What follows belongs to an exercise in optimizing a design on an open flow for small area and a short achievable clock period; a production flow would make more cautious choices. Only simulation tests tie the RTL to the original design; equivalence was not proved. The flow treats the clock pin as an ideal source, which a real chip does not have. Power and IR drop assume default switching activity.

Setup of job 1843:
==> flow/design.v <==
module dac_frame_buffer #(
  parameter int DATA_W    = 12,
  parameter int FRAME_LEN = 80
) (
  input  logic              clk,
  input  logic              reset,
  input  logic [6:0]        ADR,
  input  logic              SEL,
  input  logic              wr_valid,
  input  logic [DATA_W-1:0] wr_data,
  output logic              wr_ready,
  output logic [DATA_W-1:0] dac_data,
  output logic              dac_strobe,
  output logic              underrun
);
  localparam logic [6:0]      SYNC_ADR = 7'(FRAME_LEN);
  localparam int              NL1      = (FRAME_LEN + 2) / 3;   
  localparam int              NL2      = (NL1 + 2) / 3;
  localparam int              NL3      = (NL2 + 2) / 3;
  logic [FRAME_LEN-1:0][DATA_W-1:0] bank0_r;
  logic [FRAME_LEN-1:0][DATA_W-1:0] bank1_r;
  logic              wr_ready_r;
  logic              wr_full_o_r;
  logic [7:0]        wlo_r;
  logic [FRAME_LEN/8-1:0] whi_r;
  logic              sel_q_r;
  logic              underrun_r;
  logic [6:0]           adr_q_r;
  logic [FRAME_LEN-1:0] rsel_r;      
  logic                 rbank_r;     
  logic                 rd_strobe_r;
  logic [DATA_W-1:0]    dac_data_r;
  logic                 dac_strobe_r;
  logic              sel_change_s;
  logic              wr_accept_s;
  logic              last_write_s;
  logic              data_event_s;
  assign sel_change_s = (SEL != sel_q_r);
  assign wr_accept_s  = wr_ready_r & wr_valid & ~reset;
  assign last_write_s = wlo_r[7] & whi_r[FRAME_LEN/8-1];
  assign data_event_s = ~reset & (ADR != adr_q_r) & (ADR < SYNC_ADR);
  always_ff @(posedge clk) begin
    sel_q_r <= SEL;
    if (reset) begin
      wr_ready_r  <= 1'b1;
      wr_full_o_r <= 1'b0;
      wlo_r       <= 8'd1;
      whi_r       <= (FRAME_LEN/8)'(1);
      underrun_r  <= 1'b0;
    end else begin
      underrun_r <= sel_change_s & wr_ready_r & ~(wr_valid & last_write_s);
      if (sel_change_s) begin
        wr_ready_r  <= 1'b1;
        wr_full_o_r <= 1'b0;
        wlo_r       <= 8'd1;
        whi_r       <= (FRAME_LEN/8)'(1);
      end else if (wr_accept_s) begin
        if (last_write_s) begin
          wr_ready_r  <= 1'b0;
          wr_full_o_r <= 1'b1;
          wlo_r       <= 8'd1;
          whi_r       <= (FRAME_LEN/8)'(1);
        end else begin
          wlo_r <= {wlo_r[6:0], wlo_r[7]};
          if (wlo_r[7]) whi_r <= {whi_r[FRAME_LEN/8-2:0], 1'b0};
        end
      end
    end
  end
  for (genvar i = 0; i < FRAME_LEN; i++) begin : g_slot
    logic hit_s;
    assign hit_s = wr_accept_s & wlo_r[i % 8] & whi_r[i / 8];
    always_ff @(posedge clk) begin
      if (hit_s & sel_q_r)  bank0_r[i] <= wr_data;
      if (hit_s & ~sel_q_r) bank1_r[i] <= wr_data;
    end
  end
  always_ff @(posedge clk) begin
    adr_q_r <= ADR;
    rbank_r <= sel_q_r;
    for (int i = 0; i < FRAME_LEN; i++)
      rsel_r[i] <= (ADR == 7'(i));
  end
  logic [DATA_W-1:0] rd0_s, rd1_s, rd_s;
  for (genvar b = 0; b < 2; b++) begin : g_rbank
    for (genvar k = 0; k < DATA_W; k++) begin : g_rbit
      logic [FRAME_LEN-1:0] d;
      logic [NL1-1:0]       l1_n;
      logic [NL2-1:0]       l2;
      logic [NL3-1:0]       l3_n;
      logic                 l4;
      for (genvar i = 0; i < FRAME_LEN; i++) begin : g_d
        assign d[i] = (b == 0) ? bank0_r[i][k] : bank1_r[i][k];
      end
      for (genvar g = 0; g < NL1; g++) begin : g_l1
        if (3 * g + 2 < FRAME_LEN) begin : g_full
          dfb_aoi222 u_aoi (
            .a0(rsel_r[3*g]),   .b0(d[3*g]),
            .a1(rsel_r[3*g+1]), .b1(d[3*g+1]),
            .a2(rsel_r[3*g+2]), .b2(d[3*g+2]),
            .y (l1_n[g])
          );
        end else if (3 * g + 1 < FRAME_LEN) begin : g_two
          dfb_aoi22 u_aoi (
            .a0(rsel_r[3*g]),   .b0(d[3*g]),
            .a1(rsel_r[3*g+1]), .b1(d[3*g+1]),
            .y (l1_n[g])
          );
        end else begin : g_one
          dfb_nand2 u_nand (.a(rsel_r[3*g]), .b(d[3*g]), .y(l1_n[g]));
        end
      end
      for (genvar g = 0; g < NL2; g++) begin : g_l2
        dfb_nand3 u_n (.a(l1_n[3*g]), .b(l1_n[3*g+1]), .c(l1_n[3*g+2]), .y(l2[g]));
      end
      for (genvar g = 0; g < NL3; g++) begin : g_l3
        dfb_nor3 u_n (.a(l2[3*g]), .b(l2[3*g+1]), .c(l2[3*g+2]), .y(l3_n[g]));
      end
      dfb_nand3 u_l4 (.a(l3_n[0]), .b(l3_n[1]), .c(l3_n[2]), .y(l4));
      if (b == 0) begin : g_o0
        assign rd0_s[k] = l4;
      end else begin : g_o1
        assign rd1_s[k] = l4;
      end
    end
  end
  assign rd_s = rbank_r ? rd1_s : rd0_s;
  always_ff @(posedge clk) begin
    if (reset) begin
      rd_strobe_r  <= 1'b0;
      dac_data_r   <= '0;
      dac_strobe_r <= 1'b0;
    end else begin
      rd_strobe_r  <= data_event_s;
      dac_strobe_r <= rd_strobe_r;
      if (rd_strobe_r) dac_data_r <= rd_s;
    end
  end
  assign wr_ready   = ~(wr_full_o_r | reset);
  assign dac_data   = dac_data_r;
  assign dac_strobe = dac_strobe_r;
  assign underrun   = underrun_r;
endmodule
module dfb_aoi222 (
  input  logic a0, b0, a1, b1, a2, b2,
  output logic y
);
  assign y = ~((a0 & b0) | (a1 & b1) | (a2 & b2));
endmodule
module dfb_aoi22 (
  input  logic a0, b0, a1, b1,
  output logic y
);
  assign y = ~((a0 & b0) | (a1 & b1));
endmodule
module dfb_nand2 (
  input  logic a, b,
  output logic y
);
  assign y = ~(a & b);
endmodule
module dfb_nand3 (
  input  logic a, b, c,
  output logic y
);
  assign y = ~(a & b & c);
endmodule
module dfb_nor3 (
  input  logic a, b, c,
  output logic y
);
  assign y = ~(a | b | c);
endmodule
Settings: LEC_CHECK=0, CAP_MARGIN=20, CORE_MARGIN=2, CORE_UTILIZATION=60, CTS_BUF_LIST=sky130_fd_sc_hd__clkbuf_16, CTS_CLUSTER_DIAMETER=100, CTS_CLUSTER_SIZE=25, SETUP_SLACK_MARGIN=1.6, SLEW_MARGIN=20, SYNTH_HIERARCHICAL=1; clock period 3.6 ns.
standard.sh (not shown) runs the stock make flow with config.mk's settings and CLKGATE_MAP_FILE= SYNTH_SCRIPT=/design/flow/synth_recipe.tcl, a recipe that flattens the netlist after the stock synthesis.
==> flow/flow/run.sh <==
#!/bin/bash
set -euo pipefail
W=$(pwd)
bash standard.sh synth > synth.log 2>&1
sed "s|\"\${@:-finish}\"|POST_CTS_TCL=$W/flow/post_cts.tcl 'BUFFER_PORTS_ARGS=-buffer_cell sky130_fd_sc_hd__buf_4' \"\${@:-finish}\"|" standard.sh > own_standard.sh
grep -q "POST_CTS_TCL=.*BUFFER_PORTS_ARGS=" own_standard.sh
bash own_standard.sh > layout.log 2>&1
==> flow/flow/post_cts.tcl <==
# Useful skew for the read path: insert a short chain of clock buffers in
# front of the clock pins of the DAC output registers (dac_data_r), one chain
# per leaf clock net that feeds them, placed at the registers' centroid;
# then legalize.
# Each buffer is inserted next to the registers, so the last one listed
# drives them; it is a strong one, so that their clock slew stays low.
set skew_cells {sky130_fd_sc_hd__clkbuf_1 sky130_fd_sc_hd__clkbuf_8}
set block [ord::get_db_block]
array set groups {}
foreach cell [get_cells dac_data_r*] {
  set pin [get_pins -of_objects $cell -filter "lib_pin_name == CLK"]
  set net [get_nets -of_objects $pin]
  lappend groups([get_full_name $net]) $cell
}
set i 0
foreach netname [lsort [array names groups]] {
  set flops $groups($netname)
  set sx 0
  set sy 0
  set pins {}
  foreach f $flops {
    lassign [[sta::sta_to_db_inst $f] getLocation] fx fy
    set sx [expr {$sx + $fx}]
    set sy [expr {$sy + $fy}]
    lappend pins [get_pins -of_objects $f -filter "lib_pin_name == CLK"]
  }
  set n [llength $flops]
  set dbu [$block getDbUnitsPerMicron]
  set x [expr {double($sx) / $n / $dbu}]
  set y [expr {double($sy) / $n / $dbu}]
  puts "skew: net $netname, $n registers, buffer at $x $y"
  set k 0
  foreach skew_cell $skew_cells {
    insert_buffer -buffer_cell $skew_cell -net [get_nets -of_objects [lindex $pins 0]] \
      -load_pins $pins -location [list $x $y] -buffer_name skew_buf_${i}_$k \
      -net_name skew_clk_${i}_$k
    incr k
  }
  incr i
}
global_connect
detailed_placement
check_placement -verbose
estimate_parasitics -placement
report_clock_skew
report_worst_slack -max
report_checks -path_delay max -group_path_count 3 -format end
Job 1843: full flow OK, the timing, DRC and antenna checks passed
Inputs modified between job 1843 and job 7703:
Settings: swapping 1.6 for 1.7 in SETUP_SLACK_MARGIN.
--- a/flow/flow/post_cts.tcl
+++ b/flow/flow/post_cts.tcl
@@ -0,0 +1 @@
+# Post-CTS step of the own flow.
@@ -7 +8 @@
-set skew_cells {sky130_fd_sc_hd__clkbuf_1 sky130_fd_sc_hd__clkbuf_8}
+set skew_cells {sky130_fd_sc_hd__clkbuf_1 sky130_fd_sc_hd__clkbuf_1 sky130_fd_sc_hd__clkbuf_8}
@@ -8,0 +10,12 @@
+
+# Drive strength: the registers that drive long wires (the one-hot word
+# selects, which fan out across the array, and the registers behind output
+# ports) get the strongest flip-flop of their type.
+foreach pat {rsel_r* dac_data_r* dac_strobe_r* underrun_r* wr_full_o_r* wr_ready_r*} {
+  foreach cell [get_cells $pat] {
+    if {[get_property [get_lib_cells -of_objects $cell] name] ne "sky130_fd_sc_hd__dfxtp_4"} {
+      replace_cell $cell sky130_fd_sc_hd__dfxtp_4
+    }
+  }
+}
+
Findings:
Changes observed in job 7703 relative to job 1843: combinational cell power went up about 6%, sum of routed wire length over all layers up 12 mm, worst hold slack shows a reduction of 68 ps.
A library cell contributing the largest single delay on the critical path of sky130_fd_sc_hd__dfxtp_4 is what job 7703 shows, while sky130_fd_sc_hd__a222oi_1 belongs to job 1843.
Compare job 1843 and job 7703 | design area higher: job 7703
Diff job 7703..job 1843 | number of antenna violations at the first check in global routing | unchanged
The lower total placed instance area of job 1843 and job 7703 is in job 1843.

## afterwards: timing with drivers on the ports
The results above use ideal ports. As a check the final layouts listed here were re-extracted and re-timed, cells and wires unchanged.
Step 1 assumes that a clkbuf_16 drives the clock port and a buf_2 every other input.
Step 2, shift: input delay + t, output delay - t, t = (earliest + latest rising clock arrival at the registers) / 2. This alone moves slack from input paths to output paths.
Slacks: ideal / step 1 / step 2; pairs: ideal / step 1.
| run | shift t [ns] | setup slack, ns | latest minus earliest clock arrival (ns) | worst register clock-pin slew, ns | worst data-port slew with drivers (ns) |
|---|---|---|---|---|---|
| job 1843 | 0.915 | 1.304 / 1.304 / 0.856 | 0.282 / 0.283 | 0.10 / 0.10 | 0.19 |
| job 7703 | 0.962 | 1.256 / 1.173 / 0.858 | 0.377 / 0.377 | 0.11 / 0.11 | 0.10 |
Clock arrivals are far apart in job 7703, so t is only a midpoint there and step 2 fits no single register. The setup slack of job 1843, which loses most, moves by 0.000 ns with the drivers and by -0.448 ns with both steps.
